This design comes from an exercise in tuning for small area and a short achievable clock period on the open sky130 flow, not from production work. Only simulation tests tie the RTL to the original design; equivalence was not proved. The flow treats the clock pin as an ideal source, which a real chip does not have. No activity file was given, so power comes from the tool's default toggle rates.

File: design/flow/config.mk
export PLATFORM = sky130hd
export DESIGN_NAME = bus_slave
export DESIGN_NICKNAME = bus_slave
export VERILOG_FILES = /design/flow/design.v
export SDC_FILE = /design/flow/constraint.sdc
export NUM_CORES = 4
export LEC_CHECK = 0
export CAP_MARGIN = 20
export CORE_MARGIN = 2
export CORE_UTILIZATION = 75
export SETUP_SLACK_MARGIN = 2.0
export SLEW_MARGIN = 20
File: design/flow/constraint.sdc
create_clock -name core_clock -period 4.0 [get_ports {CLK}]
set_input_delay 0.8000 -clock core_clock [delete_from_list [all_inputs] [get_ports {CLK}]]
set_output_delay 0.8000 -clock core_clock [all_outputs]
set_load 0.01 [all_outputs]
File: design/flow/design.v
module bus_slave (
    input  logic CLK,
    input  logic RSTN,
    input  logic B_UTIL,
    input  logic B_RW,
    input  logic B_BUS_IN,
    output logic S_ACK,
    output logic S_BUS_OUT,
    output logic S_BSY
);
    logic       s_addr, s_aack, s_wdata, s_wack, s_rdata;
    logic [3:0] cnt;
    logic [7:0] addr;        
    logic       ok;          
    logic       rw;
    logic [7:0] wd;          
    logic [7:0] rd;          
    wire idle = !(s_addr || s_aack || s_wdata || s_wack || s_rdata);
    wire last = (s_addr && (cnt == 4'd15)) ||
                ((s_aack || s_wack) && (cnt[1:0] == 2'd3)) ||
                ((s_wdata || s_rdata) && (cnt[2:0] == 3'd7));
    wire ok_d   = s_addr ? ((ok || (cnt == 4'd8)) && (B_BUS_IN == (cnt == 4'd12))) : ok;
    wire addr_d = s_addr && B_UTIL && !last;
    wire aack_d = (s_addr && B_UTIL && last) || (s_aack && !last);
    wire wdata_d = (s_aack && last && ok && rw) || (s_wdata && B_UTIL && !last);
    wire wack_d = (s_wdata && B_UTIL && last) || (s_wack && !last);
    wire rdata_d = (s_aack && last && ok && !rw) || (s_rdata && !(B_UTIL && last));
    wire inc    = (idle && B_UTIL) ||
                  (!last && (s_aack || s_wack || ((s_addr || s_wdata || s_rdata) && B_UTIL)));
    wire mem_we = s_wack && (cnt[1:0] == 2'd0);
    always_ff @(posedge CLK or negedge RSTN) begin
        if (!RSTN) begin
            s_addr    <= 1'b0;
            s_aack    <= 1'b0;
            s_wdata   <= 1'b0;
            s_wack    <= 1'b0;
            s_rdata   <= 1'b0;
            cnt       <= '0;
            S_BSY     <= 1'b0;
            S_ACK     <= 1'b0;
            S_BUS_OUT <= 1'b0;
        end else begin
            s_addr    <= (idle && B_UTIL) || addr_d;
            s_aack    <= aack_d;
            s_wdata   <= wdata_d;
            s_wack    <= wack_d;
            s_rdata   <= rdata_d;
            cnt       <= inc ? cnt + 4'd1 : 4'd0;
            S_BSY     <= (idle && B_UTIL) || addr_d || aack_d || wdata_d || wack_d || rdata_d;
            S_ACK     <= wack_d || (aack_d && ok_d);
            S_BUS_OUT <= s_rdata && B_UTIL && rd[cnt[2:0]];
        end
    end
    logic [2047:0] ring;     
    logic [7:0]    ph;       
    logic [7:0]    rp;       
    logic [7:0]    wq;       
    logic          wpend;    
    logic [3:0]    rlo;      
    logic [7:0]    rhi;      
    logic          rcap;     
    logic          rhit;     
    logic [3:0]    whi;      
    logic [3:0]    wlo;
    logic [7:0]    tq;
    logic          rcap_q, rhit_q;
    wire rwin_n = (s_addr && (cnt >= 4'd9)) || (s_aack && !cnt[1]);
    wire       wins    = |whi;
    wire       wpend_n = mem_we || (wpend && !wins);
    wire [7:0] wsel    = mem_we ? rp : wq;       
    logic [7:0] tap;
    always_comb begin
        tap = '0;
        for (int m = 0; m < 32; m++)
            tap = tap | ({8{rhi[m / 4] & rlo[m % 4]}} & ring[64*m +: 8]);
    end
    always_ff @(posedge CLK) begin
        if (idle || (s_addr && !cnt[3])) addr <= {B_BUS_IN, addr[7:1]};
        ok <= ok_d;
        if (s_addr) rw <= B_RW;
        if (s_wdata) wd <= {B_BUS_IN, wd[7:1]};
        ph    <= ph + 8'd1;
        rp    <= addr + ph + 8'd2;
        wq    <= wsel + 8'd1;
        wpend <= wpend_n;
        rcap  <= rwin_n && (rp[2:0] == 3'd0);
        for (int i = 0; i < 4; i++) rlo[i] <= (rp[4:3] == 2'(i));
        for (int i = 0; i < 8; i++) rhi[i] <= (rp[7:5] == 3'(i));
        rhit  <= wpend && !wins && (rp == wq);
        for (int i = 0; i < 4; i++) whi[i] <= wpend_n && (wsel[3:0] == 4'd0) && (wsel[7:6] == 2'(i));
        for (int i = 0; i < 4; i++) wlo[i] <= (wsel[5:4] == 2'(i));
        tq     <= tap;
        rcap_q <= rcap;
        rhit_q <= rhit;
        if (rcap_q) rd <= rhit_q ? wd : tq;
    end
    always_ff @(posedge CLK) begin
        for (int s = 0; s < 256; s++) begin
            if ((s % 16 == 1) && whi[s / 64] && wlo[(s / 16) % 4])
                ring[8*s +: 8] <= wd;
            else
                ring[8*s +: 8] <= ring[8*((s + 255) % 256) +: 8];
        end
    end
endmodule
File: design/flow/flow/run.sh
#!/bin/bash
# The standard layout, with one change to clock tree synthesis: a clkbuf_16 root
# and tree above clkbuf_8 sink buffers, for a shorter clock insertion delay.
set -euo pipefail
here=$(pwd)
export CTS_ARGS="-sink_clustering_enable -repair_clock_nets -sink_clustering_size 16 -sink_clustering_max_diameter 60 -buf_list {sky130_fd_sc_hd__clkbuf_8 sky130_fd_sc_hd__clkbuf_16} -root_buf sky130_fd_sc_hd__clkbuf_16 -tree_buf sky130_fd_sc_hd__clkbuf_16 -sink_clustering_buffer sky130_fd_sc_hd__clkbuf_8"
bash standard.sh > "$here/standard_flow.log" 2>&1
File: design/flow/standard.sh
#!/bin/bash
# synth_recipe.tcl (not shown) runs the flow's synth.tcl, then flattens the netlist and writes it again
# the make line also repeats each setting of config.mk as NAME=value (left out here)
make -C /OpenROAD-flow-scripts/flow DESIGN_CONFIG=/design/flow/config.mk WORK_HOME=/design/flow/orfs CLKGATE_MAP_FILE= SYNTH_SCRIPT=/design/flow/synth_recipe.tcl "${@:-finish}"
==> impl_metrics.ini, run 1 <==
[run_status]
outcome = finished clean

[timing]
final_hold_viol_count = 0
slew_viol_final = 0
finalSetupViolations = 0
finClkSkew_ns = 0.02098
relSlewSlack_pct = 20.59
setup_ws_ns = 1.971
post-route-min-period_ns = 2.029
worstMarginPinSlew_ns = 1.188
hold_slack_ns = 0.3217
rsz0062_at_grt = yes
final.period_utilization_pct = 50.73
fmax_mhz = 492.8
final.setup.tns_ns = 0

[placement]
dp_hpwl_um = 45420
pre_cts_slack_ns = 1.810
numPortBuffers = 7
gp_congestion = 0.7886

[yosys]
yosys.area.top_type = dfxtp_1
yosys_warnings = 1
synth_top_area_share_pct = 87.81
synth_nets = 2792
yosysUniqueCellTypes = 56
ys.flop_type = dfxtp_1
yosysSeqAreaShare_pct = 90.00
synth_common_cells = 2106 x dfxtp_1, 136 x mux2_2, 65 x a22oi_1, 65 x nand2_1, 54 x a22o_1
synth_edf_count = 25
ys_ff_latch = 2143
synthArstFlopShare_pct = 0.5600
synth_area_leaders = dfxtp_1 88%, mux2_2 3.2%, edfxtp_1 1.6%, a22oi_1 1.0%, a22o_1 0.99%
synth.avg_cell_area_um2 = 17.36
yosysMostFrequentCell = dfxtp_1
syn_area_um2 = 48010
syn_inst = 2766

[cts]
cts_tree = yes
clk_path_buf_depth = 3
cts_buffers = 151
cts-root-buf = clkbuf_16
clk_pin_slew_ns = 0.10
clock_sinks = 2143
insertion_delay_ns = 0.70
htree_levels = 4

[setup_path]
r2r_setup_slack_ns = 2.06
cp.required_ns = 3.20
crit_chain = buf_6
cp_slowest_stage_delay_ns = 0.41
cp_num_buf_inv = 1
cp-start-kind = flip-flop
cp-end-kind = primary output
rr_startpoint = addr[1]$_DFFE_PP_
cp_top_family = flip-flops
r2r_cells = 11
crit_path_max_fanout = 1
crit_type = flip-flop to primary output
r2r_end = rp[7]$_DFF_P_
cp_slowest_cell = dfrtp_1
startpoint = S_ACK$_DFF_PN0_
cp.arrival_ns = 1.23

[detailed_routing]
vias = 19380
avgViaCountPerCell = 5.165
drt-pass1-iter-count = 6
ant_nets = 0
drtIter0Drc = 1212
avgRoutedWirePerCell_um = 20.91
drc = 0
routed_wirelength_um = 78470

[pwr]
p_per_area_nw_per_um2 = 658.4
p_leak_nw = 20.72
irDropWorstVdd_mv = 0.5130

[global_route]
first_global_vias = 20180
antenna_found_initial = 5
grt_first_pass_wirelength_um = 118500
overflow = 0
grt_use_total_pct = 24.38
grt_max_degree = 31

[final_layout]
finalNetCount = 2918
seq_area_um2 = 43230
fillCellCount = 3069
area_delta_synth_final_pct = 7.362
drive_above_1_share_pct = 12.19
multi_input_area_um2 = 4551

[floorplanning]
io_pins = 8
core_region_area_um2 = 63200
die-height_um = 257.0
dieArea_um2 = 66050
start_util_pct = 75.97
rows = 92
die_w_um = 257.0

[hold_path]
worstHoldPathType = flip-flop to flip-flop
whs_endpoint = ring[1001]$_DFF_P_
hold-path-cell-count = 0
hold_start = ring[993]$_DFF_P_

[run]
drv_cap = 0
routing by layer:
layer / GRT usage (%) / vias up / share of wire (%)
li1: - / 9225 / -
met1: 34.03 / 9455 / 46
met2: 38.24 / 539 / 46
met3: 4.295 / 158 / 5.3
met4: 10.29 / 2 / 3.2
met5: 0 / - / 0.027
layout make-up:
class	count	share of cell area (%)
inverters	20	0.1456
flip-flops and latches	2143	83.86
diodes	1	0.004855
clock inverters	10	0.08253
repair buffers	29	0.4466
clock buffers	156	4.580
multi-input cells	547	8.828
well taps	846	2.054
registers in the layout (all words and copies together), names as in the netlist, 4 cells and up:
| register | flops |
|---|---|
| rlo | 4 |
| addr | 8 |
| wq | 8 |
| rhi | 8 |
| ph | 8 |
| rd | 8 |
| wd | 8 |
| ring | 2048 |
| cnt | 4 |
| whi | 4 |
| wlo | 4 |
| rp | 8 |
| tq | 8 |
logic make-up (layout without fill, tap and decap cells):
kind of cell	after synthesis	after routing	synth area share, %
simple gates	169	169	1.710
xor+xnor	27	27	0.4926
fa+ha+maj	21	21	0.5629
buf+inv	76	215	0.6958
mux	146	146	3.476
compound gates	184	184	3.060
other cells	0	1	0
flops	2143	2143	90.00
worst max path at each step:
stage,end,slack (ns),cells after the start
finish,S_ACK,1.97,1
global route,S_ACK,1.91,1
CTS,S_ACK,1.93,1
detailed placement,S_ACK$_DFF_PN0_,1.81,6
global placement,tq[5]$_DFF_P_,1.81,6
floorplan,wq[6]$_DFF_P_,2.03,10
what timing repair did:
| action | in CTS | in global routing |
|---|---|---|
| endpoints found under the setup margin | 19 | 21 |
| hold buffers | 0 | 0 |
| pin swaps | 5 | 1 |
| setup buffers | 3 | 5 |
| gates resized for setup | 26 | 10 |
placed cells by master, fill, tap and decap left out, drive strengths merged, types with 12 or more instances in the layout:
cell,Yosys,final
o21ai,17,17
clkbuf,28,156
dfrtp,12,12
nand3,33,33
nand4,15,15
inv,20,30
nor3,14,14
edfxtp,25,25
a22o,54,54
buf,28,25
dfxtp,2106,2106
nand2,65,65
nor2,15,15
xnor2,21,21
a22oi,66,66
a222oi,20,20
ha,20,20
mux2,137,137
metrics by stage:
| step | utilization [%] | area [um2] | instances | power (mW) |
|---|---|---|---|---|
| 6_report | 81.57 | 51550 | 3752 | 33.94 |
| 5_1_grt | 81.56 | 51540 | 3751 | 35.07 |
| 4_1_cts | 81.43 | 51460 | 3746 | 34.09 |
| 3_5_place_dp | 77.53 | 48990 | 3577 | 24.45 |
| 3_3_place_gp | 77.53 | 48990 | 3577 | 24.39 |
| 2_1_floorplan | - | 48010 | 2766 | 23.65 |
power by group:
part           leakage (nW)  total, mW  internal [mW]  switching, mW
clock                  1.27       9.85           3.94           5.91
sequential             17.4       22.6           21.9          0.677
combinational          2.09       1.47          0.503          0.966
total                  20.7       33.9           26.4           7.55
==> run 2, diff against run 1 <==
==> design/flow/flow/run.sh (replaced) <==
#!/bin/bash
# The standard layout, with two changes to clock tree synthesis: a clkbuf_16 root
# and tree above clkbuf_8 sink buffers, and larger flip-flops on the output ports.
set -euo pipefail
here=$(pwd)
export CTS_ARGS="-sink_clustering_enable -repair_clock_nets -sink_clustering_size 16 -sink_clustering_max_diameter 60 -buf_list {sky130_fd_sc_hd__clkbuf_8 sky130_fd_sc_hd__clkbuf_16} -root_buf sky130_fd_sc_hd__clkbuf_16 -tree_buf sky130_fd_sc_hd__clkbuf_16 -sink_clustering_buffer sky130_fd_sc_hd__clkbuf_8"
export PRE_CTS_TCL="$here/flow/pre_cts.tcl"
bash standard.sh > "$here/standard_flow.log" 2>&1
==> design/flow/flow/pre_cts.tcl (new file) <==
# Upsize the flip-flops that drive the output ports: their clock-to-output delay
# is on the output paths. The registers keep their cell type, only the drive changes.
foreach name {S_ACK$_DFF_PN0_ S_BUS_OUT$_DFF_PN0_ S_BSY$_DFF_PN0_} {
  set inst [get_cells -quiet $name]
  if { [llength $inst] == 1 } {
    puts "pre_cts: resizing $name to sky130_fd_sc_hd__dfrtp_4"
    replace_cell $inst sky130_fd_sc_hd__dfrtp_4
  }
}
==> run 2 against run 1 <==
Global-route usage barely moved. Worst setup slack got worse by 0.083 ns. Clock-buffer cell count did not move. Critical path depth did not move. Sequential power barely moved. Largest cell class unchanged.
==> impl_metrics.ini, run 2 <==
[cts]
clk_pin_slew_ns = 0.10
clock_sinks = 2143
insertion_delay_ns = 0.70
cts_tree = yes
ctsHoldBuffers = 0
cts_buffers = 151

[yosys]
synth_common_cells = 2106 x dfxtp_1, 136 x mux2_2, 65 x a22oi_1, 65 x nand2_1, 54 x a22o_1
syn_inst = 2766
synth_nets = 2792
ys.flop_type = dfxtp_1
synth_edf_count = 25
yosysMostFrequentCell = dfxtp_1
syn_area_um2 = 48010
synthArstFlopShare_pct = 0.5600
synth_top_area_share_pct = 87.81
synth.avg_cell_area_um2 = 17.36
yosys_warnings = 1
yosys.area.top_type = dfxtp_1
synth_area_leaders = dfxtp_1 88%, mux2_2 3.2%, edfxtp_1 1.6%, a22oi_1 1.0%, a22o_1 0.99%
yosysUniqueCellTypes = 56
yosysSeqAreaShare_pct = 90.00
ys_ff_latch = 2143

[setup_path]
cp-start-kind = flip-flop
crit_chain = buf_6
cp_slowest_stage_delay_ns = 0.49
cp_num_buf_inv = 1
crit_type = flip-flop to primary output
cp.arrival_ns = 1.31
cp.required_ns = 3.20
cp-end-kind = primary output
cp_slowest_cell = dfrtp_4
cp_top_family = flip-flops
crit_path_max_fanout = 1

[timing]
finClkSkew_ns = 0.02045
final.setup.tns_ns = 0
relSlewSlack_pct = 19.66
fmax_mhz = 473.5
final_hold_viol_count = 0
rsz0062_at_grt = yes
finalSetupViolations = 0
hold_slack_ns = 0.3224
slew_viol_final = 0
final.period_utilization_pct = 52.80
worstMarginPinSlew_ns = 1.202
post-route-min-period_ns = 2.112

[pwr]
share_seq_of_total_power_pct = 66.6
p_leak_nw = 20.73
clockPowerShare_pct = 29.0
p_comb_share_pct = 4.4
p_switching_mw = 7.565
internal_power_mw = 26.40
p_sw_share_pct = 22.27
irDropWorstVdd_mv = 0.5119
p_per_area_nw_per_um2 = 658.5

[detailed_routing]
ant_nets = 0
routed_wirelength_um = 78470
drt-pass1-iter-count = 6
vias = 19400
avgRoutedWirePerCell_um = 20.91
drc = 0
avgViaCountPerCell = 5.169
drtIter0Drc = 1318

[final_layout]
area_delta_synth_final_pct = 7.427
final_common_cell = dfxtp_1
drive_above_1_share_pct = 12.32
largest_reg_flops = 2048
finalNetCount = 2919
largest_register = ring
stdcell_count = 3753
final_cell_mix = 2100 x dfxtp_1, 137 x clkbuf_8, 136 x mux2_2

[global_route]
first_global_vias = 20180
overflow = 0
antenna_found_initial = 5
grt_use_total_pct = 24.40
grt_max_degree = 31
grt_first_pass_wirelength_um = 118600

[floorplanning]
dieArea_um2 = 66050
io_pins = 8
start_util_pct = 75.97
die_w_um = 257.0
rows = 92
die-height_um = 257.0
core_region_area_um2 = 63200

[placement]
place_inst = 3577
numPortBuffers = 7
dp_hpwl_um = 45420
gp_congestion = 0.7886

[hold_path]
worstHoldPathType = flip-flop to flip-flop

[run_status]
outcome = finished clean

[run]
drv_cap = 0
==> run 2: stage by stage <==
stage / setup WS, ns / total power, mW / cell area, um2 / utilization, %
2_1_floorplan: 2.031 / 23.65 / 48010 / -
3_3_place_gp: 1.807 / 24.39 / 48990 / 77.53
4_1_cts: 1.841 / 34.10 / 51490 / 81.48
3_5_place_dp: 1.810 / 24.45 / 48990 / 77.53
6_report: 1.888 / 33.97 / 51580 / 81.61
5_1_grt: 1.835 / 35.08 / 51570 / 81.61
==> run 2: power by group through the flow <==
stage               Clock, mW  Combinational (mW)  Sequential, mW
floorplan                   0                1.03            22.6
CTS                      10.1                1.42            22.6
global route             10.8                1.57            22.7
finish                   9.86                1.48            22.6
detailed placement          0                1.37            23.1
global placement            0                1.33            23.1
==> run 2: routing by layer <==
layer / wire length (um) / GRT usage, % / vias to the layer above
met5: 13 / 0 / -
met4: 2528 / 10.27 / 2
met3: 4091 / 4.295 / 153
met2: 36090 / 38.30 / 515
met1: 35750 / 34.06 / 9495
li1: - / - / 9233
==> run 2: timing repair <==
action	4_1_cts	5_1_grt
pin swaps	5	1
buffers inserted	3	6
gates cloned	0	0
setup endpoints to repair	19	21
resized for setup	29	9
==> run 2: final timing paths <==
check | start | end | slack (ns) | cells past startpoint
max | S_ACK$_DFF_PN0_ | S_ACK | 1.89 | 1
min | ring[993]$_DFF_P_ | ring[1001]$_DFF_P_ | 0.32 | 0
max reg2reg | addr[1]$_DFFE_PP_ | rp[7]$_DFF_P_ | 2.06 | 11
min reg2reg | ring[993]$_DFF_P_ | ring[1001]$_DFF_P_ | 0.32 | 0
max in group asynchronous | RSTN | S_BSY$_DFF_PN0_ | 3.10 | 1
min in group asynchronous | RSTN | cnt[3]$_DFF_PN0_ | 0.46 | 1
==> run 2: area by class of cell <==
class	count	area, um2
Tap cell	846	1059
Clock inverter	10	42.54
Antenna cell	1	2.502
Fill cell	3056	11620
Inverter	20	75.07
Clock buffer	156	2361
Multi-Input combinational cell	547	4551
Sequential cell	2143	43240
Timing Repair Buffer	30	250.2
==> run 2: cells by family after synthesis <==
group                    share of synthesized area, %
AND/OR/NAND/NOR                                 1.710
adder cells (fa/ha/maj)                        0.5629
buffers and inverters                          0.6958
flip-flops                                      90.00
AO/OA/AOI/OAI                                   3.060
multiplexers                                    3.476
XOR/XNOR                                       0.4926
==> run 3, diff against run 2 <==
==> design/flow/flow/run.sh (replaced) <==
#!/bin/bash
# The standard layout with a shallower clock tree: clock tree synthesis builds
# clkbuf_8 leaf buffers as usual, then flow/post_cts.tcl replaces its root and
# first tree level with four clkbuf_16 buffers fed by the clock port.
set -euo pipefail
here=$(pwd)
export CTS_ARGS="-sink_clustering_enable -repair_clock_nets -sink_clustering_size 16 -sink_clustering_max_diameter 60 -buf_list {sky130_fd_sc_hd__clkbuf_8 sky130_fd_sc_hd__clkbuf_16} -root_buf sky130_fd_sc_hd__clkbuf_16 -tree_buf sky130_fd_sc_hd__clkbuf_16 -sink_clustering_buffer sky130_fd_sc_hd__clkbuf_8"
export POST_CTS_TCL="$here/flow/post_cts.tcl"
bash standard.sh > "$here/standard_flow.log" 2>&1
==> design/flow/flow/post_cts.tcl (new file) <==
# Runs after clock tree synthesis (POST_CTS_TCL). It replaces the root buffer and
# the first tree level that clock tree synthesis built with four buffers driven
# straight from the clock port, each feeding the leaf buffers of one quarter of
# the core. Every register is then two buffers from the clock port (root, leaf),
# so the tree stays balanced, with one buffer level less of insertion delay.
proc flatten_clock_tree { {nroot 4} {master_name sky130_fd_sc_hd__clkbuf_16} } {
  set block [ord::get_db_block]
  set db [ord::get_db]
  set master [$db findMaster $master_name]
  set clk [$block findNet CLK]
  set root_its {}
  foreach it [$clk getITerms] { lappend root_its $it }
  if { [llength $root_its] != 1 } { error "flatten: CLK drives [llength $root_its] pins" }
  set root [[lindex $root_its 0] getInst]
  set rootnet [[$root findITerm X] getNet]
  set tree {}
  foreach it [$rootnet getITerms] {
    if { [$it getInst] ne $root } { lappend tree [$it getInst] }
  }
  # loads of the tree level: leaf buffer inputs (or register clock pins)
  set loads {}
  foreach t $tree {
    set tn [[$t findITerm X] getNet]
    foreach it [$tn getITerms] {
      if { [$it getInst] ne $t } { lappend loads [list $it [$tn getName]] }
    }
  }
  # split the loads into nroot groups of equal size: by x, then each half by y
  set pts {}
  foreach l $loads {
    set inst [[lindex $l 0] getInst]
    set bb [$inst getBBox]
    lappend pts [list [expr {([$bb xMin] + [$bb xMax]) / 2}] [expr {([$bb yMin] + [$bb yMax]) / 2}] [lindex $l 0]]
  }
  set groups [list $pts]
  set axis 0
  while { [llength $groups] < $nroot } {
    set ng {}
    foreach g $groups {
      set s [lsort -integer -index $axis $g]
      set h [expr {[llength $s] / 2}]
      lappend ng [lrange $s 0 [expr {$h - 1}]] [lrange $s $h end]
    }
    set groups $ng
    set axis [expr {1 - $axis}]
  }
  set k 0
  foreach g $groups {
    set sx 0; set sy 0
    foreach p $g { incr sx [lindex $p 0]; incr sy [lindex $p 1] }
    set cx [expr {$sx / [llength $g]}]; set cy [expr {$sy / [llength $g]}]
    set inst [odb::dbInst_create $block $master "clkroot_$k"]
    $inst setLocation $cx $cy
    $inst setPlacementStatus PLACED
    $inst setSourceType TIMING
    set net [odb::dbNet_create $block "clknet_root_$k"]
    $net setSigType CLOCK
    [$inst findITerm A] connect $clk
    [$inst findITerm X] connect $net
    foreach p $g {
      set it [lindex $p 2]
      $it disconnect
      $it connect $net
    }
    puts "flatten: clkroot_$k at ($cx $cy) drives [llength $g] loads"
    incr k
  }
  # remove the old root and tree level
  foreach t $tree {
    set tn [[$t findITerm X] getNet]
    odb::dbInst_destroy $t
    odb::dbNet_destroy $tn
  }
  odb::dbInst_destroy $root
  odb::dbNet_destroy $rootnet
}

flatten_clock_tree 4
detailed_placement
check_placement -verbose
estimate_parasitics -placement
report_clock_skew
report_worst_slack -max
report_worst_slack -min
removed: design/flow/flow/pre_cts.tcl
==> run 3 against run 2 <==
Worst hold slack worse by 0.019 ns. Power is 2.5% lower. Critical path depth rose by 10.
==> impl_metrics.ini, run 3 <==
[yosys]
yosysUniqueCellTypes = 56
yosys_warnings = 1
synth_top_area_share_pct = 87.81
synth_nets = 2792
synth_common_cells = 2106 x dfxtp_1, 136 x mux2_2, 65 x a22oi_1, 65 x nand2_1, 54 x a22o_1
yosysSeqAreaShare_pct = 90.00
synthArstFlopShare_pct = 0.5600
yosysMostFrequentCell = dfxtp_1
yosys.area.top_type = dfxtp_1
ys.flop_type = dfxtp_1
ys_ff_latch = 2143
synth_area_leaders = dfxtp_1 88%, mux2_2 3.2%, edfxtp_1 1.6%, a22oi_1 1.0%, a22o_1 0.99%
syn_area_um2 = 48010
synth_edf_count = 25
synth.avg_cell_area_um2 = 17.36
syn_inst = 2766

[detailed_routing]
ant_nets = 0
drc = 0
avgRoutedWirePerCell_um = 20.92
avgViaCountPerCell = 5.184
drt-pass1-iter-count = 6
vias = 19380
drtIter0Drc = 1195
routed_wirelength_um = 78180

[timing]
hold_slack_ns = 0.3033
final.period_utilization_pct = 48.58
finClkSkew_ns = 0.05147
setup_ws_ns = 2.057
slew_viol_final = 0
finalSetupViolations = 0
final.setup.tns_ns = 0
rsz0062_at_grt = no
post-route-min-period_ns = 1.943
final_hold_viol_count = 0
worstMarginPinSlew_ns = 1.172
fmax_mhz = 514.6
relSlewSlack_pct = 21.69

[global_route]
grt_use_total_pct = 24.01
overflow = 0
grt_first_pass_wirelength_um = 118500
grt_max_degree = 36
antenna_found_initial = 3
first_global_vias = 20110

[setup_path]
crit_top_cell = inv_2
cp_slowest_cell = edfxtp_1
crit_chain = inv_2, ha_4, inv_2, ha_4, inv_2, fa_2, nor2b_2, nor3_2, o21bai_1, a21oi_1, xnor2_1
crit_type = flip-flop to flip-flop
cp_slowest_stage_delay_ns = 0.42
crit_path_max_fanout = 2
cp-start-kind = flip-flop
cp-end-kind = flip-flop
cp.arrival_ns = 2.42
cp.required_ns = 4.47

[pwr]
p_switching_mw = 7.377
share_seq_of_total_power_pct = 68.3
internal_power_mw = 25.75
p_per_area_nw_per_um2 = 646.8
p_sw_share_pct = 22.27
p_comb_share_pct = 4.4
clockPowerShare_pct = 27.3
irDropWorstVdd_mv = 0.4685
p_leak_nw = 20.56

[placement]
gp_congestion = 0.7886
numPortBuffers = 7
dp_hpwl_um = 45420
pre_cts_slack_ns = 1.810

[final_layout]
fillCellCount = 3091
final_cell_mix = 2100 x dfxtp_1, 137 x clkbuf_8, 136 x mux2_2
area_delta_synth_final_pct = 6.674
largest_register = ring
final_common_cell = dfxtp_1
drive_above_1_share_pct = 11.79
antenna_cells = 0
largest_reg_flops = 2048
finalNetCount = 2905

[cts]
clk_pin_slew_ns = 0.11
insertion_delay_ns = 0.57
cts_tree = yes
clock_sinks = 2143

[floorplanning]
die_w_um = 257.0
start_util_pct = 75.97
io_pins = 8
die-height_um = 257.0
dieArea_um2 = 66050
rows = 92
core_region_area_um2 = 63200

[run]
drv_cap = 0

[run_status]
outcome = finished clean

[hold_path]
worstHoldPathType = flip-flop to flip-flop
-- run 3: cell counts after synthesis --
No cell type changed its count.
-- run 3: cells by family (layout without fill, tap and decap cells) --
family / after synthesis / in the layout / share of synthesized area [%]
adder cells (fa/ha/maj): 21 / 21 / 0.5629
multiplexers: 146 / 146 / 3.476
XOR/XNOR: 27 / 27 / 0.4926
buffers and inverters: 76 / 202 / 0.6958
AO/OA/AOI/OAI: 184 / 184 / 3.060
AND/OR/NAND/NOR: 169 / 169 / 1.710
flip-flops: 2143 / 2143 / 90.00
-- run 3: cell type report, clock buffers not listed --
class	count	area, um2	share of cell area [%]
inverters	20	75.07	0.1466
well taps	846	1059	2.067
clock inverters	10	42.54	0.08306
flip-flops and latches	2143	43230	84.40
repair buffers	29	227.7	0.4446
multi-input cells	547	4551	8.885
-- run 3: final timing paths --
| check | cells after the start | start | slack, ns | endpoint |
|---|---|---|---|---|
| setup / recovery | 11 | addr[1]$_DFFE_PP_ | 2.06 | rp[7]$_DFF_P_ |
| hold reg to reg | 0 | ring[974]$_DFF_P_ | 0.30 | ring[982]$_DFF_P_ |
| max in group asynchronous | 1 | RSTN | 3.00 | s_wdata$_DFF_PN0_ |
| setup reg to reg | 11 | addr[1]$_DFFE_PP_ | 2.06 | rp[7]$_DFF_P_ |
| hold / removal | 0 | ring[974]$_DFF_P_ | 0.30 | ring[982]$_DFF_P_ |
| min in group asynchronous | 1 | RSTN | 0.59 | cnt[3]$_DFF_PN0_ |
-- run 3: stage by stage --
stage / util, % / instances / power [mW] / instance area (um2)
final: 81.04 / 3738 / 33.13 / 51220
after global routing: 81.04 / 3738 / 34.22 / 51220
after detailed placement: 77.53 / 3577 / 24.45 / 48990
after global placement: 77.53 / 3577 / 24.39 / 48990
after floorplan: - / 2766 / 23.65 / 48010
-- run 3: metal layers --
metal	track usage, %	vias to the layer above	part of all wire, %	wire (um)
li1	-	9190	-	-
met1	34.04	9487	46	35880
met5	0	-	0.017	13
met3	3.940	161	5.0	3912
met2	38.37	537	46	35990
met4	7.881	2	3.0	2380
-- run 3: power by group through the flow --
| stage | combinational [mW] | sequential, mW | clock (mW) |
|---|---|---|---|
| after floorplan | 1.03 | 22.6 | 0 |
| after global placement | 1.33 | 23.1 | 0 |
| after detailed placement | 1.37 | 23.1 | 0 |
| after global routing | 1.56 | 22.7 | 9.98 |
| final | 1.47 | 22.6 | 9.03 |
-- run 3: critical path: cells and delay by family (launching register included) --
family | cells | cell delay [ns]
AOI/OAI and AO/OA | 2 | 0.22
xor gates and xnor gates | 1 | 0.12
adders and majority gates | 3 | 0.70
buffers and inverters | 3 | 0.20
DFF | 1 | 0.42
and+or+nand+nor | 2 | 0.21
==> run 4, diff against run 3 <==
--- a/design/flow/config.mk
+++ b/design/flow/config.mk
@@ -9,4 +9,4 @@
 export CORE_MARGIN = 2
 export CORE_UTILIZATION = 75
-export SETUP_SLACK_MARGIN = 2.0
+export SETUP_SLACK_MARGIN = 2.3
 export SLEW_MARGIN = 20
==> run 4 against run 3 <==
Still clean. Via count increased by 1.7%. Utilization increased by 1.3 points. Clock skew increased by 0.021 ns. Maximum frequency about the same. Worst setup slack about the same. Combinational power increased by 42%. Die area unchanged. First-iteration DRC count increased by 14%. Cell count increased by 1.1%. Sequential share of layout area decreased by 1.2 points. Critical path type unchanged.
==> impl_metrics.ini, run 4 <==
[timing]
rsz0062_at_grt = yes
finalSetupViolations = 0
final_hold_viol_count = 0
final.setup.tns_ns = 0
worstMarginPinSlew_ns = 0.9547
fmax_mhz = 514.6
relSlewSlack_pct = 36.36
slew_viol_final = 0
finClkSkew_ns = 0.07286
final.period_utilization_pct = 48.58
hold_slack_ns = 0.2906
post-route-min-period_ns = 1.943

[setup_path]
startpoint = addr[1]$_DFFE_PP_
cp.arrival_ns = 2.42
rr_startpoint = addr[1]$_DFFE_PP_
crit_type = flip-flop to flip-flop
r2r_cells = 11
cp.required_ns = 4.48
cp-end-kind = flip-flop
crit_path_max_fanout = 2
cp-start-kind = flip-flop

[floorplanning]
io_pins = 8
start_util_pct = 75.97
core_region_area_um2 = 63200
die_w_um = 257.0
dieArea_um2 = 66050
die-height_um = 257.0
rows = 92

[global_route]
antenna_found_initial = 2
overflow = 0
grt_max_degree = 38
grt_use_total_pct = 24.90
first_global_vias = 20580
grt_first_pass_wirelength_um = 122400

[final_layout]
multi_input_area_um2 = 4770
final_common_cell = dfxtp_1
area_delta_synth_final_pct = 8.321
final_cell_mix = 2096 x dfxtp_1, 140 x clkbuf_8, 136 x mux2_2
fillCellCount = 2877
seq_area_um2 = 43250
drive_above_1_share_pct = 14.60
largest_reg_flops = 2048
largest_register = ring
finalNetCount = 2937

[detailed_routing]
avgViaCountPerCell = 5.213
ant_nets = 0
vias = 19700
routed_wirelength_um = 82610
drt-pass1-iter-count = 7
drc = 0
avgRoutedWirePerCell_um = 21.86
drtIter0Drc = 1359

[yosys]
yosysUniqueCellTypes = 56
ys.flop_type = dfxtp_1
syn_area_um2 = 48010
yosysMostFrequentCell = dfxtp_1
synthArstFlopShare_pct = 0.5600
yosys_warnings = 1
ys_ff_latch = 2143
syn_inst = 2766
yosys.area.top_type = dfxtp_1
synth_nets = 2792
synth_edf_count = 25
synth_top_area_share_pct = 87.81
yosysSeqAreaShare_pct = 90.00
synth.avg_cell_area_um2 = 17.36
synth_common_cells = 2106 x dfxtp_1, 136 x mux2_2, 65 x a22oi_1, 65 x nand2_1, 54 x a22o_1
synth_area_leaders = dfxtp_1 88%, mux2_2 3.2%, edfxtp_1 1.6%, a22oi_1 1.0%, a22o_1 0.99%

[run_status]
outcome = finished clean

[pwr]
irDropWorstVdd_mv = 0.5619
p_per_area_nw_per_um2 = 655.7
p_leak_nw = 20.90

[placement]
gp_congestion = 0.8242
dp_hpwl_um = 46950
numPortBuffers = 7

[cts]
cts_tree = yes
insertion_delay_ns = 0.59
clk_pin_slew_ns = 0.10
clock_sinks = 2143

[hold_path]
hold-path-cell-count = 0
worstHoldPathType = flip-flop to flip-flop
hold_start = ring[2030]$_DFF_P_

[run]
drv_cap = 0
## run 4: per-stage QoR
| stage | util, % | instance area, um2 | power (mW) | std cells | worst slack [ns] |
|---|---|---|---|---|---|
| 2_1_floorplan | - | 48040 | 23.67 | 2766 | 2.149 |
| 3_3_place_gp | 77.55 | 49010 | 24.37 | 3575 | 1.873 |
| 3_5_place_dp | 77.55 | 49010 | 24.44 | 3575 | 1.816 |
| 5_1_grt | 82.29 | 52000 | 35.11 | 3778 | 1.987 |
| 6_report | 82.29 | 52010 | 34.10 | 3779 | 2.057 |
## run 4: logic make-up (layout without fill, tap and decap cells)
group	after synthesis	in the layout	share of synthesized area [%]
compound gates	184	184	3.060
xor+xnor	27	27	0.4926
fa+ha+maj	21	21	0.5629
buf+inv	76	242	0.6958
flops	2143	2143	90.00
mux	146	146	3.476
other cells	0	1	0
simple gates	169	169	1.710
## run 4: routing by layer
metal / vias to the layer above / track usage, % / part of all wire, %
met1: 9682 / 34.79 / 46
li1: 9265 / - / -
met2: 583 / 39.91 / 46
met5: - / 0 / 0
met4: 0 / 8.559 / 3.2
met3: 170 / 4.423 / 4.8
## run 4: path summary, 6_finish.rpt
| check | end | slack (ns) |
|---|---|---|
| max | rp[7]$_DFF_P_ | 2.06 |
| min | ring[2038]$_DFF_P_ | 0.29 |
| max reg2reg | rp[7]$_DFF_P_ | 2.06 |
| min reg2reg | ring[2038]$_DFF_P_ | 0.29 |
| max in group asynchronous | cnt[0]$_DFF_PN0_ | 3.01 |
| min in group asynchronous | S_BSY$_DFF_PN0_ | 0.56 |
## run 4: report_power, final
group / internal (mW) / leakage, nW / switching (mW) / total, mW
logic: 0.802 / 2.34 / 1.29 / 2.09
registers: 22.0 / 17.4 / 0.575 / 22.5
clock network: 3.59 / 1.20 / 5.90 / 9.48
## run 4: area by class of cell, clock buffers not listed
cell class              instances  area share, %
flip-flops and latches       2143          83.16
repair buffers                 60          1.119
well taps                     846          2.035
inverters                      20         0.1492
diodes                          1       0.004812
multi-input cells             547          9.171
clock inverters                11         0.1299
## run 4: worst max-delay path, stage by stage, from the launching register on
cell,delay [ns]
edfxtp_1,0.42
inv_2,0.09
ha_4,0.20
inv_4,0.05
ha_4,0.13
inv_2,0.04
fa_2,0.36
nor2b_4,0.14
nor3_2,0.05
o21bai_1,0.13
a21oi_1,0.10
xnor2_1,0.12
==> run 5, diff against run 4 <==
--- a/design/flow/config.mk
+++ b/design/flow/config.mk
@@ -9,4 +9,4 @@
 export CORE_MARGIN = 2
 export CORE_UTILIZATION = 75
-export SETUP_SLACK_MARGIN = 2.3
+export SETUP_SLACK_MARGIN = 2.15
 export SLEW_MARGIN = 20
==> run 5 against run 4 <==
Still clean on timing, DRC and antenna. Global-route usage decreased by 0.58 points. Sequential power about the same. Utilization decreased by 1.1 points. Via count decreased by 1.4%. Wire length decreased by 3.5%. Worst setup slack got worse by 0.050 ns. Maximum frequency decreased by 2.5%. Power decreased by 2.5%. Critical path type unchanged. Critical endpoint unchanged. Largest cell class unchanged. Highest routed layer unchanged.
==> impl_metrics.ini, run 5 <==
[run]
drv_cap = 0

[global_route]
grt_max_degree = 38
antenna_found_initial = 0
overflow = 0
grt_first_pass_wirelength_um = 119800
first_global_vias = 20070
grt_use_total_pct = 24.32

[timing]
worstMarginPinSlew_ns = 1.149
final.period_utilization_pct = 49.83
slew_viol_final = 0
rsz0062_at_grt = yes
setup_ws_ns = 2.007
final_hold_viol_count = 0
final.setup.tns_ns = 0
post-route-min-period_ns = 1.993
relSlewSlack_pct = 23.22
finClkSkew_ns = 0.04238
hold_slack_ns = 0.3079
fmax_mhz = 501.7
finalSetupViolations = 0

[detailed_routing]
vias = 19420
drtIter0Drc = 1334
drc = 0
routed_wirelength_um = 79680
drt-pass1-iter-count = 5
avgRoutedWirePerCell_um = 21.29
avgViaCountPerCell = 5.188
ant_nets = 0

[cts]
clk_pin_slew_ns = 0.10
insertion_delay_ns = 0.55
cts_tree = yes
clock_sinks = 2143

[setup_path]
rr_startpoint = addr[1]$_DFFE_PP_
r2r_setup_slack_ns = 2.01
crit_type = flip-flop to flip-flop
cp-end-kind = flip-flop
crit_path_max_fanout = 2
crit_chain = inv_1, ha_1, inv_1, ha_2, inv_2, fa_2, nor2b_4, nor3_2, o21bai_1, a21oi_2, xnor2_1
cp_slowest_stage_delay_ns = 0.40
crit_top_cell = inv_1
r2r_end = rp[7]$_DFF_P_
cp-start-kind = flip-flop
r2r_cells = 11
cp_slowest_cell = edfxtp_1
cp.required_ns = 4.45
cp.arrival_ns = 2.44

[final_layout]
largest_register = ring
utilization_pct = 81.19
drive_above_1_share_pct = 12.36
multi_input_area_um2 = 4586
design_area_um2 = 51310
antenna_cells = 0
finalNetCount = 2910
fillCellCount = 3064
seq_area_um2 = 43230
largest_reg_flops = 2048
area_delta_synth_final_pct = 6.862
final_common_cell = dfxtp_1
final_cell_mix = 2098 x dfxtp_1, 137 x clkbuf_8, 136 x mux2_2

[placement]
place_area_um2 = 49020
dp_hpwl_um = 44990
gp_congestion = 0.8190
pre_cts_slack_ns = 1.851
numPortBuffers = 7

[yosys]
yosysMostFrequentCell = dfxtp_1
syn_area_um2 = 48010
synth_edf_count = 25
yosys_warnings = 1
synth_common_cells = 2106 x dfxtp_1, 136 x mux2_2, 65 x a22oi_1, 65 x nand2_1, 54 x a22o_1
syn_inst = 2766
synth.avg_cell_area_um2 = 17.36
synth_area_leaders = dfxtp_1 88%, mux2_2 3.2%, edfxtp_1 1.6%, a22oi_1 1.0%, a22o_1 0.99%
yosys.area.top_type = dfxtp_1
ys_ff_latch = 2143
synth_top_area_share_pct = 87.81
synthArstFlopShare_pct = 0.5600
yosysUniqueCellTypes = 56
ys.flop_type = dfxtp_1
synth_nets = 2792
yosysSeqAreaShare_pct = 90.00

[floorplanning]
dieArea_um2 = 66050
start_util_pct = 75.97
die-height_um = 257.0
core_region_area_um2 = 63200
die_w_um = 257.0
rows = 92
io_pins = 8

[pwr]
irDropWorstVdd_mv = 0.4944
p_per_area_nw_per_um2 = 648.0
p_leak_nw = 20.60

[run_status]
outcome = finished clean

[hold_path]
whs_endpoint = ring[22]$_DFF_P_
hold-path-cell-count = 0
hold_start = ring[14]$_DFF_P_
worstHoldPathType = flip-flop to flip-flop
==> run 5: cell counts after synthesis <==
No cell type changed its count.
==> run 5: critical path, delay by kind of cell, from the launching register on <==
kind / cells / cell delay (ns)
flops: 1 / 0.40
xor+xnor: 1 / 0.13
fa+ha+maj: 3 / 0.77
compound gates: 2 / 0.23
simple gates: 2 / 0.18
buf+inv: 3 / 0.17
==> run 5: kinds of logic (layout without fill, tap and decap cells) <==
kind of cell / after synthesis / in the layout / synth area share, %
simple gates: 169 / 169 / 1.710
compound gates: 184 / 184 / 3.060
xor+xnor: 27 / 27 / 0.4926
mux: 146 / 146 / 3.476
flops: 2143 / 2143 / 90.00
fa+ha+maj: 21 / 21 / 0.5629
buf+inv: 76 / 206 / 0.6958
==> run 5: cell type report, clock buffers not listed <==
class                   count  area share [%]
inverters                  20          0.1512
clock inverters             9         0.07560
multi-input cells         547           8.938
well taps                 846           2.063
flip-flops and latches   2143           84.27
repair buffers             34          0.5365
==> run 5: routing by layer <==
| layer | up-vias | global-route usage (%) | routed length [um] |
|---|---|---|---|
| met4 | 0 | 7.558 | 2235 |
| met1 | 9511 | 34.64 | 36750 |
| li1 | 9218 | - | - |
| met2 | 532 | 38.17 | 36410 |
| met5 | - | 0 | 0 |
| met3 | 154 | 4.935 | 4285 |
==> run 5: worst max path at each step <==
stage                     slack (ns)               from  cells past startpoint         endpoint
after global routing            1.85  addr[1]$_DFFE_PP_                     11    rp[7]$_DFF_P_
after detailed placement        1.85             B_UTIL                      4  S_BSY$_DFF_PN0_
after global placement          1.86           B_BUS_IN                      6  S_ACK$_DFF_PN0_
final                           2.01  addr[1]$_DFFE_PP_                     11    rp[7]$_DFF_P_
after floorplan                 2.14      ph[1]$_DFF_P_                     11    rp[7]$_DFF_P_
==> run 5: power breakdown <==
part | switching, mW | leakage, nW | internal [mW]
registers | 0.637 | 17.4 | 21.9
logic | 1.07 | 2.13 | 0.543
clock network | 5.74 | 1.11 | 3.30
total | 7.45 | 20.6 | 25.8
==> run 5: through the flow <==
| stage | power (mW) | cells |
|---|---|---|
| after detailed placement | 24.46 | 3578 |
| after floorplan | 23.66 | 2766 |
| after global placement | 24.40 | 3578 |
| final | 33.25 | 3742 |
| after global routing | 34.32 | 3742 |
==> run 6, diff against run 5 <==
--- a/design/flow/design.v
+++ b/design/flow/design.v
@@ -55,4 +55,6 @@
     logic [7:0]    ph;       
     logic [7:0]    rp;       
+    logic [5:0]    rlo6;     
+    logic [3:0]    rhi4;
     logic [7:0]    wq;       
     logic          wpend;    
@@ -65,7 +67,8 @@
     logic [7:0]    tq;
     logic          rcap_q, rhit_q;
-    wire rwin_n = (s_addr && (cnt >= 4'd9)) || (s_aack && !cnt[1]);
+    wire rwin_n = (s_addr && (cnt >= 4'd10)) || (s_aack && !cnt[1]);
     wire       wins    = |whi;
     wire       wpend_n = mem_we || (wpend && !wins);
+    wire [7:0] rp_n    = {rhi4 + 4'(rlo6[5:4]), rlo6[3:0]};    
     wire [7:0] wsel    = mem_we ? rp : wq;       
     logic [7:0] tap;
@@ -81,6 +84,8 @@
         if (s_wdata) wd <= {B_BUS_IN, wd[7:1]};
         ph    <= ph + 8'd1;
-        rp    <= addr + ph + 8'd2;
-        wq    <= wsel + 8'd1;
+        rlo6  <= 6'(addr[3:0]) + 6'(ph[3:0]) + 6'd3;
+        rhi4  <= addr[7:4] + ph[7:4];
+        rp    <= rp_n;
+        wq    <= mem_we ? rp_n : wq + 8'd1;
         wpend <= wpend_n;
         rcap  <= rwin_n && (rp[2:0] == 3'd0);
--- a/design/flow/config.mk
+++ b/design/flow/config.mk
@@ -9,4 +9,4 @@
 export CORE_MARGIN = 2
 export CORE_UTILIZATION = 75
-export SETUP_SLACK_MARGIN = 2.15
+export SETUP_SLACK_MARGIN = 2.0
 export SLEW_MARGIN = 20
==> run 6 against run 5 <==
Still clean. Global-route usage grew 0.093 points. Synthesized cell count grew 1.2%. Area after synthesis grew 0.42%. Combinational power grew 2%. Power grew 4.3%. Die area grew 0.42%. First-iteration DRC count shrank 5.1%. Cell area grew 0.29%.
==> impl_metrics.ini, run 6 <==
[run_status]
outcome = finished clean

[floorplanning]
die_w_um = 257.5
dieArea_um2 = 66330
core_region_area_um2 = 63310
rows = 92
die-height_um = 257.5
start_util_pct = 76.15
io_pins = 8

[cts]
clock_sinks = 2153
clk_pin_slew_ns = 0.10
cts_tree = yes
insertion_delay_ns = 0.57

[setup_path]
cp-end-kind = primary output
cp_slowest_stage_delay_ns = 0.39
cp.required_ns = 3.20
cp_top_family = flip-flops
cp_slowest_cell = dfrtp_1
crit_path_max_fanout = 1
cp-start-kind = flip-flop
crit_chain = buf_2
crit_type = flip-flop to primary output
cp_num_buf_inv = 1
cp.arrival_ns = 1.09

[global_route]
overflow = 0
grt_use_total_pct = 24.41
first_global_vias = 20370
antenna_found_initial = 0
grt_max_degree = 39
grt_first_pass_wirelength_um = 120800

[yosys]
yosysUniqueCellTypes = 59
synth_nets = 2824
ys.flop_type = dfxtp_1
synth_common_cells = 2116 x dfxtp_1, 137 x mux2_2, 75 x a22oi_1, 60 x nand2_1, 40 x clkbuf_1
syn_area_um2 = 48210
yosysMostFrequentCell = dfxtp_1
synth_top_area_share_pct = 87.86
synthArstFlopShare_pct = 0.5574
synth.avg_cell_area_um2 = 17.23
yosysSeqAreaShare_pct = 90.04
yosys_warnings = 1
syn_inst = 2798
yosys.area.top_type = dfxtp_1
ys_ff_latch = 2153
synth_area_leaders = dfxtp_1 88%, mux2_2 3.2%, edfxtp_1 1.6%, a22oi_1 1.2%, dfrtp_1 0.62%
synth_edf_count = 25

[placement]
dp_hpwl_um = 47590
pre_cts_slack_ns = 1.662
numPortBuffers = 7
gp_congestion = 0.8073

[detailed_routing]
topRoutingLayerUsed = met4
avgViaCountPerCell = 5.171
drtIter0Drc = 1266
ant_nets = 0
vias = 19490
wl_met2_um = 36690
met1Wirelength_um = 38170
avgRoutedWirePerCell_um = 21.33
drc = 0
routed_wirelength_um = 80360
drt-pass1-iter-count = 6
wl_met3_um = 3671

[final_layout]
seq_area_um2 = 43420
fillCellCount = 3125
final_cell_mix = 2110 x dfxtp_1, 141 x clkbuf_8, 137 x mux2_2
area_delta_synth_final_pct = 6.716
antenna_cells = 0
final_common_cell = dfxtp_1
largest_register = ring
largest_reg_flops = 2048
finalNetCount = 2926
drive_above_1_share_pct = 11.19
multi_input_area_um2 = 4433

[pwr]
p_per_area_nw_per_um2 = 673.8
p_leak_nw = 20.60
irDropWorstVdd_mv = 0.5257
p_total_mw = 34.67

[timing]
final.setup.tns_ns = 0
finClkSkew_ns = 0.04153
final_hold_viol_count = 0
rsz0062_at_grt = no
relSlewSlack_pct = 21.90
fmax_mhz = 528.0
slew_viol_final = 0
setup_ws_ns = 2.106
finalSetupViolations = 0
final.period_utilization_pct = 47.35
post-route-min-period_ns = 1.894
worstMarginPinSlew_ns = 1.169

[run]
drv_cap = 0

[hold_path]
worstHoldPathType = flip-flop to flip-flop
run 6: cell count changes in the layout (fill, tap and decap cells not counted), sizes merged, moves of 6 or more:
cell / previous run / this run
a22oi: 66 / 76
a21oi: 8 / 27
nand3: 33 / 39
clkbuf: 143 / 150
o22ai: 0 / 6
a22o: 54 / 24
buf: 30 / 17
nand3b: 0 / 8
nor3: 14 / 7
inv: 29 / 45
dfxtp: 2106 / 2116
run 6: final cells by class, clock buffers not listed:
type | count | share of cell area [%]
Sequential cell | 2153 | 84.39
Multi-Input combinational cell | 552 | 8.616
Tap cell | 846 | 2.057
Timing Repair Buffer | 21 | 0.3502
Inverter | 33 | 0.2407
Clock inverter | 13 | 0.1337
run 6: logic make-up after synthesis:
kind of cell,count (synthesis),synth area share [%]
mux,141,3.335
xor+xnor,28,0.5086
compound gates,193,3.023
fa+ha+maj,21,0.5917
flops,2153,90.04
buf+inv,93,0.7811
simple gates,169,1.721
run 6: per-layer routing:
metal  vias up  track usage [%]
met5         -                0
li1       9247                -
met2       510            38.03
met4         0            7.081
met3       134            4.103
met1      9594            35.96
run 6: stage by stage:
step	instance area, um2	std cells	utilization, %	hold slack, ns
finish	51450	3768	81.27	0.3207
detailed placement	49190	3604	77.70	0.3121
global placement	49190	3604	77.70	0.3095
floorplan	48210	2798	-	0.3096
global route	51450	3768	81.27	0.3241
run 6: worst paths after layout:
check / from / end / slack [ns] / cells after the start
max reg2reg: rhi[5]$_DFF_P_ / tq[4]$_DFF_P_ / 2.12 / 4
min reg2reg: ring[1203]$_DFF_P_ / ring[1211]$_DFF_P_ / 0.32 / 0
min in group asynchronous: RSTN / S_ACK$_DFF_PN0_ / 0.60 / 1
max: S_ACK$_DFF_PN0_ / S_ACK / 2.11 / 1
max in group asynchronous: RSTN / s_rdata$_DFF_PN0_ / 3.01 / 1
min: ring[1203]$_DFF_P_ / ring[1211]$_DFF_P_ / 0.32 / 0
run 6: power breakdown:
group          internal (mW)  total, mW  leakage, nW  switching, mW
clock                   3.52       9.39         1.19           5.87
sequential              22.7       23.6         17.5          0.942
combinational          0.557       1.65         1.93           1.09
==> run 7, diff against run 6 <==
--- a/design/flow/config.mk
+++ b/design/flow/config.mk
@@ -9,4 +9,4 @@
 export CORE_MARGIN = 2
 export CORE_UTILIZATION = 75
-export SETUP_SLACK_MARGIN = 2.0
+export SETUP_SLACK_MARGIN = 2.15
 export SLEW_MARGIN = 20
==> run 7 against run 6 <==
Still clean on timing, DRC and antenna. Sequential share of layout area barely moved. Clock skew decreased by 0.0013 ns. Sequential power is essentially flat. Area after synthesis stayed put. Critical path type unchanged. Largest power group unchanged.
==> impl_metrics.ini, run 7 <==
[run_status]
outcome = finished clean

[final_layout]
stdcell_count = 3768
final_cell_mix = 2109 x dfxtp_1, 141 x clkbuf_8, 137 x mux2_2
utilization_pct = 81.30
area_delta_synth_final_pct = 6.763
antenna_cells = 0
design_area_um2 = 51470
drive_above_1_share_pct = 11.40
finalNetCount = 2926
largest_reg_flops = 2048
final_common_cell = dfxtp_1
largest_register = ring
fillCellCount = 3123

[yosys]
yosysUniqueCellTypes = 59
synth_edf_count = 25
syn_area_um2 = 48210
ys_ff_latch = 2153
synth_common_cells = 2116 x dfxtp_1, 137 x mux2_2, 75 x a22oi_1, 60 x nand2_1, 40 x clkbuf_1
yosys.area.top_type = dfxtp_1
synth_top_area_share_pct = 87.86
synth.avg_cell_area_um2 = 17.23
yosysMostFrequentCell = dfxtp_1
yosysSeqAreaShare_pct = 90.04
synthArstFlopShare_pct = 0.5574
yosys_warnings = 1
ys.flop_type = dfxtp_1
syn_inst = 2798
synth_nets = 2824
synth_area_leaders = dfxtp_1 88%, mux2_2 3.2%, edfxtp_1 1.6%, a22oi_1 1.2%, dfrtp_1 0.62%

[setup_path]
cp_num_buf_inv = 1
r2r_cells = 2
cp-end-kind = primary output
cp_slowest_cell = dfrtp_1
cp.required_ns = 3.20
crit_type = flip-flop to primary output
crit_path_max_fanout = 1
crit_cells = 1
rr_startpoint = whi[2]$_DFF_P_
r2r_setup_slack_ns = 2.15
crit_chain = buf_2
cp_top_family = flip-flops
cp.arrival_ns = 1.10
cp_slowest_stage_delay_ns = 0.39
r2r_end = ring[1161]$_DFF_P_
cp-start-kind = flip-flop

[placement]
dp_hpwl_um = 47590
gp_congestion = 0.8073
place_inst = 3604
pre_cts_slack_ns = 1.662
numPortBuffers = 7
place_area_um2 = 49190

[cts]
insertion_delay_ns = 0.57
clock_sinks = 2153
cts_tree = yes
clk_pin_slew_ns = 0.10

[timing]
relSlewSlack_pct = 22.02
worstMarginPinSlew_ns = 1.167
hold_slack_ns = 0.3207
slew_viol_final = 0
finalSetupViolations = 0
final_hold_viol_count = 0
post-route-min-period_ns = 1.896
finClkSkew_ns = 0.04024
final.setup.tns_ns = 0
rsz0062_at_grt = yes
fmax_mhz = 527.4
final.period_utilization_pct = 47.40
setup_ws_ns = 2.104

[floorplanning]
core_region_area_um2 = 63310
io_pins = 8
die_w_um = 257.5
start_util_pct = 76.15
die-height_um = 257.5
dieArea_um2 = 66330
rows = 92

[detailed_routing]
vias = 19470
drc = 0
routed_wirelength_um = 80390
avgRoutedWirePerCell_um = 21.33
avgViaCountPerCell = 5.167
ant_nets = 0
drtIter0Drc = 1264
drt-pass1-iter-count = 9

[global_route]
grt_first_pass_wirelength_um = 120800
grt_use_total_pct = 24.40
first_global_vias = 20370
grt_max_degree = 39
antenna_found_initial = 0
overflow = 0

[pwr]
irDropWorstVdd_mv = 0.5258
p_leak_nw = 20.60
p_per_area_nw_per_um2 = 674.0
p_total_mw = 34.69

[hold_path]
worstHoldPathType = flip-flop to flip-flop
hold_start = ring[1203]$_DFF_P_
hold-path-cell-count = 0
whs_endpoint = ring[1211]$_DFF_P_

[run]
drv_cap = 0
## run 7: worst register-to-register path, stage by stage (launching register included)
cell and delay [ns]:
dfxtp_1 0.41, nand2_1 0.71, mux2_2 0.59
## run 7: report_power, final
part / leakage, nW / internal (mW) / switching [mW] / total, mW
Combinational: 1.93 / 0.561 / 1.09 / 1.66
Clock: 1.19 / 3.52 / 5.86 / 9.39
Sequential: 17.5 / 22.7 / 0.952 / 23.6
Total: 20.6 / 26.8 / 7.91 / 34.7
## run 7: cell type report, clock buffers not listed
class	instances	area (um2)	area share [%]
timing repair buffer	21	180.2	0.3500
multi-input combinational	552	4438	8.622
tap	846	1059	2.056
clock inverter	13	68.82	0.1337
sequential	2153	43430	84.38
inverter	33	131.4	0.2552
## run 7: cell families after synthesis
logic type                 share of synthesized area [%]
AOI/OAI and AO/OA                                  3.023
DFF                                                90.04
muxes                                              3.335
and+or+nand+nor                                    1.721
adders and majority gates                         0.5917
xor gates and xnor gates                          0.5086
buffers and inverters                             0.7811
## run 7: worst max-delay path by stage
stage / start / endpoint / slack [ns]
floorplan: s_wdata$_DFF_PN0_ / addr[0]$_DFFE_PP_ / 2.26
global placement: B_BUS_IN / S_ACK$_DFF_PN0_ / 1.67
detailed placement: B_BUS_IN / S_ACK$_DFF_PN0_ / 1.66
global route: S_ACK$_DFF_PN0_ / S_ACK / 2.05
finish: S_ACK$_DFF_PN0_ / S_ACK / 2.10
## run 7: routing by layer
metal / track usage [%] / share of wire [%] / vias to the layer above
met1: 35.94 / 48 / 9576
met2: 38.03 / 46 / 506
li1: - / - / 9251
met4: 7.065 / 2.3 / 0
met5: 0 / 0 / -
met3: 4.103 / 4.6 / 138
==> run 8, diff against run 7 <==
--- a/design/flow/design.v
+++ b/design/flow/design.v
@@ -55,6 +55,4 @@
     logic [7:0]    ph;       
     logic [7:0]    rp;       
-    logic [5:0]    rlo6;     
-    logic [3:0]    rhi4;
     logic [7:0]    wq;       
     logic          wpend;    
@@ -67,8 +65,7 @@
     logic [7:0]    tq;
     logic          rcap_q, rhit_q;
-    wire rwin_n = (s_addr && (cnt >= 4'd10)) || (s_aack && !cnt[1]);
+    wire rwin_n = (s_addr && (cnt >= 4'd9)) || (s_aack && !cnt[1]);
     wire       wins    = |whi;
     wire       wpend_n = mem_we || (wpend && !wins);
-    wire [7:0] rp_n    = {rhi4 + 4'(rlo6[5:4]), rlo6[3:0]};    
     wire [7:0] wsel    = mem_we ? rp : wq;       
     logic [7:0] tap;
@@ -84,8 +81,6 @@
         if (s_wdata) wd <= {B_BUS_IN, wd[7:1]};
         ph    <= ph + 8'd1;
-        rlo6  <= 6'(addr[3:0]) + 6'(ph[3:0]) + 6'd3;
-        rhi4  <= addr[7:4] + ph[7:4];
-        rp    <= rp_n;
-        wq    <= mem_we ? rp_n : wq + 8'd1;
+        rp    <= addr + ph + 8'd2;
+        wq    <= wsel + 8'd1;
         wpend <= wpend_n;
         rcap  <= rwin_n && (rp[2:0] == 3'd0);
==> design/flow/flow/run.sh (replaced) <==
#!/bin/bash
# The standard layout with a shallower clock tree: clock tree synthesis builds
# clkbuf_8 leaf buffers as usual, then flow/post_cts.tcl replaces its root and
# first tree level with four clkbuf_16 buffers fed by the clock port.
set -euo pipefail
here=$(pwd)
export CTS_ARGS="-sink_clustering_enable -repair_clock_nets -sink_clustering_size 18 -sink_clustering_max_diameter 50 -buf_list {sky130_fd_sc_hd__clkbuf_8 sky130_fd_sc_hd__clkbuf_16} -root_buf sky130_fd_sc_hd__clkbuf_16 -tree_buf sky130_fd_sc_hd__clkbuf_16 -sink_clustering_buffer sky130_fd_sc_hd__clkbuf_8"
export POST_CTS_TCL="$here/flow/post_cts.tcl"
bash standard.sh > "$here/standard_flow.log" 2>&1
--- a/design/flow/config.mk
+++ b/design/flow/config.mk
@@ -9,4 +9,4 @@
 export CORE_MARGIN = 2
 export CORE_UTILIZATION = 75
-export SETUP_SLACK_MARGIN = 2.15
+export SETUP_SLACK_MARGIN = 2.0
 export SLEW_MARGIN = 20
==> run 8 against run 7 <==
Sequential cell count decreased by 10. Area after synthesis decreased by 0.42%. Clock power about the same. Combinational power decreased by 11%. Sequential power decreased by 4%. Critical path type is now flip-flop to flip-flop. Largest power group unchanged.
==> impl_metrics.ini, run 8 <==
[final_layout]
stdcell_count = 3749
largest_reg_flops = 2048
drive_above_1_share_pct = 12.13
largest_register = ring
finalNetCount = 2893
final_cell_mix = 2100 x dfxtp_1, 136 x mux2_2, 136 x clkbuf_8
utilization_pct = 81.32
final_common_cell = dfxtp_1
area_delta_synth_final_pct = 7.039

[floorplanning]
die_w_um = 257.0
core_region_area_um2 = 63200
dieArea_um2 = 66050
start_util_pct = 75.97
die-height_um = 257.0
rows = 92
io_pins = 8

[detailed_routing]
drtIter0Drc = 1251
avgViaCountPerCell = 5.161
routed_wirelength_um = 79320
avgRoutedWirePerCell_um = 21.16
drt-pass1-iter-count = 6
vias = 19350
drc = 0
ant_nets = 0

[timing]
final.period_utilization_pct = 48.65
setup_ws_ns = 2.054
finalSetupViolations = 0
rsz0062_at_grt = yes
relSlewSlack_pct = 22.35
post-route-min-period_ns = 1.946
final_hold_viol_count = 0
slew_viol_final = 0
finClkSkew_ns = 0.04356
final.setup.tns_ns = 0
fmax_mhz = 513.8
worstMarginPinSlew_ns = 1.162

[yosys]
synth_top_area_share_pct = 87.81
synth_nets = 2792
yosys_warnings = 1
yosysSeqAreaShare_pct = 90.00
ys.flop_type = dfxtp_1
syn_area_um2 = 48010
yosysMostFrequentCell = dfxtp_1
syn_inst = 2766
synthArstFlopShare_pct = 0.5600
synth_area_leaders = dfxtp_1 88%, mux2_2 3.2%, edfxtp_1 1.6%, a22oi_1 1.0%, a22o_1 0.99%
ys_ff_latch = 2143
synth_edf_count = 25
yosysUniqueCellTypes = 56
synth.avg_cell_area_um2 = 17.36
yosys.area.top_type = dfxtp_1
synth_common_cells = 2106 x dfxtp_1, 136 x mux2_2, 65 x a22oi_1, 65 x nand2_1, 54 x a22o_1

[placement]
gp_congestion = 0.7886
pre_cts_slack_ns = 1.810
place_inst = 3577
dp_hpwl_um = 45420
numPortBuffers = 7

[run_status]
outcome = finished clean

[setup_path]
crit_chain = inv_2, ha_4, inv_2, ha_4, inv_2, fa_2, nor2b_2, nor3_2, o21bai_1, a21oi_1, xnor2_1
cp.required_ns = 4.46
cp.arrival_ns = 2.40
cp-start-kind = flip-flop
crit_end = rp[7]$_DFF_P_
r2r_cells = 11
crit_cells = 11
cp_slowest_cell = edfxtp_1
crit_top_cell = inv_2
cp_top_family = adder cells
crit_path_max_fanout = 2
r2r_end = rp[7]$_DFF_P_
cp_slowest_stage_delay_ns = 0.42
cp-end-kind = flip-flop
r2r_setup_slack_ns = 2.05
rr_startpoint = addr[1]$_DFFE_PP_
cp_num_buf_inv = 3
crit_type = flip-flop to flip-flop
startpoint = addr[1]$_DFFE_PP_

[pwr]
p_total_mw = 33.49
share_seq_of_total_power_pct = 67.6
internal_power_mw = 25.99
p_comb_share_pct = 4.4
p_sw_share_pct = 22.42
clockPowerShare_pct = 28.1
p_switching_mw = 7.508
p_leak_nw = 20.65
irDropWorstVdd_mv = 0.4662
p_per_area_nw_per_um2 = 651.8

[global_route]
antenna_found_initial = 3
first_global_vias = 20210
grt_use_total_pct = 24.29
grt_max_degree = 36
met2_usage_pct = 38.81
overflow = 0
top_usage_layer = met2
grt_first_pass_wirelength_um = 120000
use_met3_pct = 3.172
grt_util_met1_pct = 34.56

[cts]
clock_sinks = 2143
clk_pin_slew_ns = 0.10
insertion_delay_ns = 0.56
cts_tree = yes

[hold_path]
worstHoldPathType = flip-flop to flip-flop

[run]
drv_cap = 0
==> run 8: cell types whose count changed in the layout (fill, tap and decap cells not counted), moves of 5 or more <==
cell,change
inv_2,+5
nand2_1,+6
o22ai_1,-6
inv_1,-15
buf_4,+7
clkbuf_8,-5
nor3_1,+5
dfxtp_1,-9
a22oi_1,-10
nand3_1,-6
a22o_1,+30
a21oi_1,-17
nand3b_1,-8
==> run 8: cells by family after synthesis <==
logic type      Yosys count  synth area share [%]
flops                  2143                 90.00
compound gates          184                 3.060
simple gates            169                 1.710
mux                     146                 3.476
buf+inv                  76                0.6958
xor+xnor                 27                0.4926
fa+ha+maj                21                0.5629
==> run 8: layout make-up, clock buffers not listed <==
cell class	count	area, um2
antenna	1	2.502
multi-input combinational	547	4554
tap	846	1059
timing repair buffer	28	216.5
clock inverter	18	136.4
sequential	2143	43230
fill	3054	11810
inverter	20	75.07
==> run 8: power groups by stage <==
| stage | clock [mW] | sequential [mW] | combinational, mW |
|---|---|---|---|
| 2_1_floorplan | 0 | 22.6 | 1.03 |
| 3_3_place_gp | 0 | 23.1 | 1.33 |
| 3_5_place_dp | 0 | 23.1 | 1.37 |
| 5_1_grt | 10.3 | 22.7 | 1.55 |
| 6_report | 9.40 | 22.6 | 1.47 |
==> run 8: worst reg2reg max path, cell delays in order, from the launching register on <==
cell	delay [ns]
edfxtp_1	0.42
inv_2	0.09
ha_4	0.20
inv_2	0.07
ha_4	0.13
inv_2	0.04
fa_2	0.37
nor2b_2	0.15
nor3_2	0.06
o21bai_1	0.12
a21oi_1	0.09
xnor2_1	0.12
==> run 8: worst min path at each step <==
stage                  startpoint                 end  slack (ns)  depth (start not counted)
6_report        ring[211]$_DFF_P_   ring[219]$_DFF_P_        0.31                          0
3_3_place_gp   ring[1296]$_DFF_P_  ring[1304]$_DFF_P_        0.31                          0
3_5_place_dp   ring[1342]$_DFF_P_  ring[1350]$_DFF_P_        0.31                          0
5_1_grt         ring[726]$_DFF_P_   ring[734]$_DFF_P_        0.32                          0
2_1_floorplan        rcap$_DFF_P_      rcap_q$_DFF_P_        0.31                          0
==> run 8: through the flow <==
step           hold slack (ns)  cell area, um2
5_1_grt                 0.3193           51390
2_1_floorplan           0.3096           48010
3_5_place_dp            0.3121           48990
3_3_place_gp            0.3096           48990
6_report                0.3070           51390
==> run 8: routing by layer <==
| metal | routed length [um] | share of wire [%] |
|---|---|---|
| met1 | 36930 | 47 |
| met2 | 36550 | 46 |
| met3 | 3197 | 4.0 |
| met4 | 2637 | 3.3 |
| met5 | 0 | 0 |

[static timing again, ports no longer ideal]
In the flow no input, the clock included, has a driving cell. The finished layouts below were timed again as built, in two steps.
Step 1 (the two cells are an assumption about what drives the block):
set clk [get_ports {CLK}]
set_driving_cell -lib_cell sky130_fd_sc_hd__clkbuf_16 $clk
set_driving_cell -lib_cell sky130_fd_sc_hd__buf_2 [delete_from_list [all_inputs] $clk]
Step 2 adds t to the input delays and takes it off the output delays; t is the mean of the earliest and latest rising clock arrival at the registers after step 1. Input paths then give back, and output paths get back, about the clock's delay inside the block.
Three values: no drivers, after step 1, after step 2; two values: the first two.
run | t, ns | setup WS [ns] | worst hold slack (ns)
run 1 | 0.754 | 1.971 / 1.904 / 1.785 | 0.322 / 0.322 / 0.322
run 2 | 0.754 | 1.888 / 1.822 / 1.792 | 0.322 / 0.322 / 0.322
run 3 | 0.668 | 2.057 / 1.979 / 1.800 | 0.303 / 0.303 / 0.303
run 4 | 0.693 | 2.057 / 1.938 / 1.815 | 0.291 / 0.291 / 0.291
run 5 | 0.663 | 2.007 / 1.959 / 1.730 | 0.308 / 0.308 / 0.308
run 6 | 0.683 | 2.106 / 1.967 / 1.652 | 0.321 / 0.321 / 0.321
run 7 | 0.684 | 2.104 / 1.965 / 1.641 | 0.321 / 0.321 / 0.321
run 8 | 0.671 | 2.054 / 1.977 / 1.807 | 0.307 / 0.307 / 0.307
After both steps setup and hold are still met in every run listed. For run 7, which loses most, drivers alone change the setup slack by -0.139 ns; drivers and shift together by -0.463 ns.
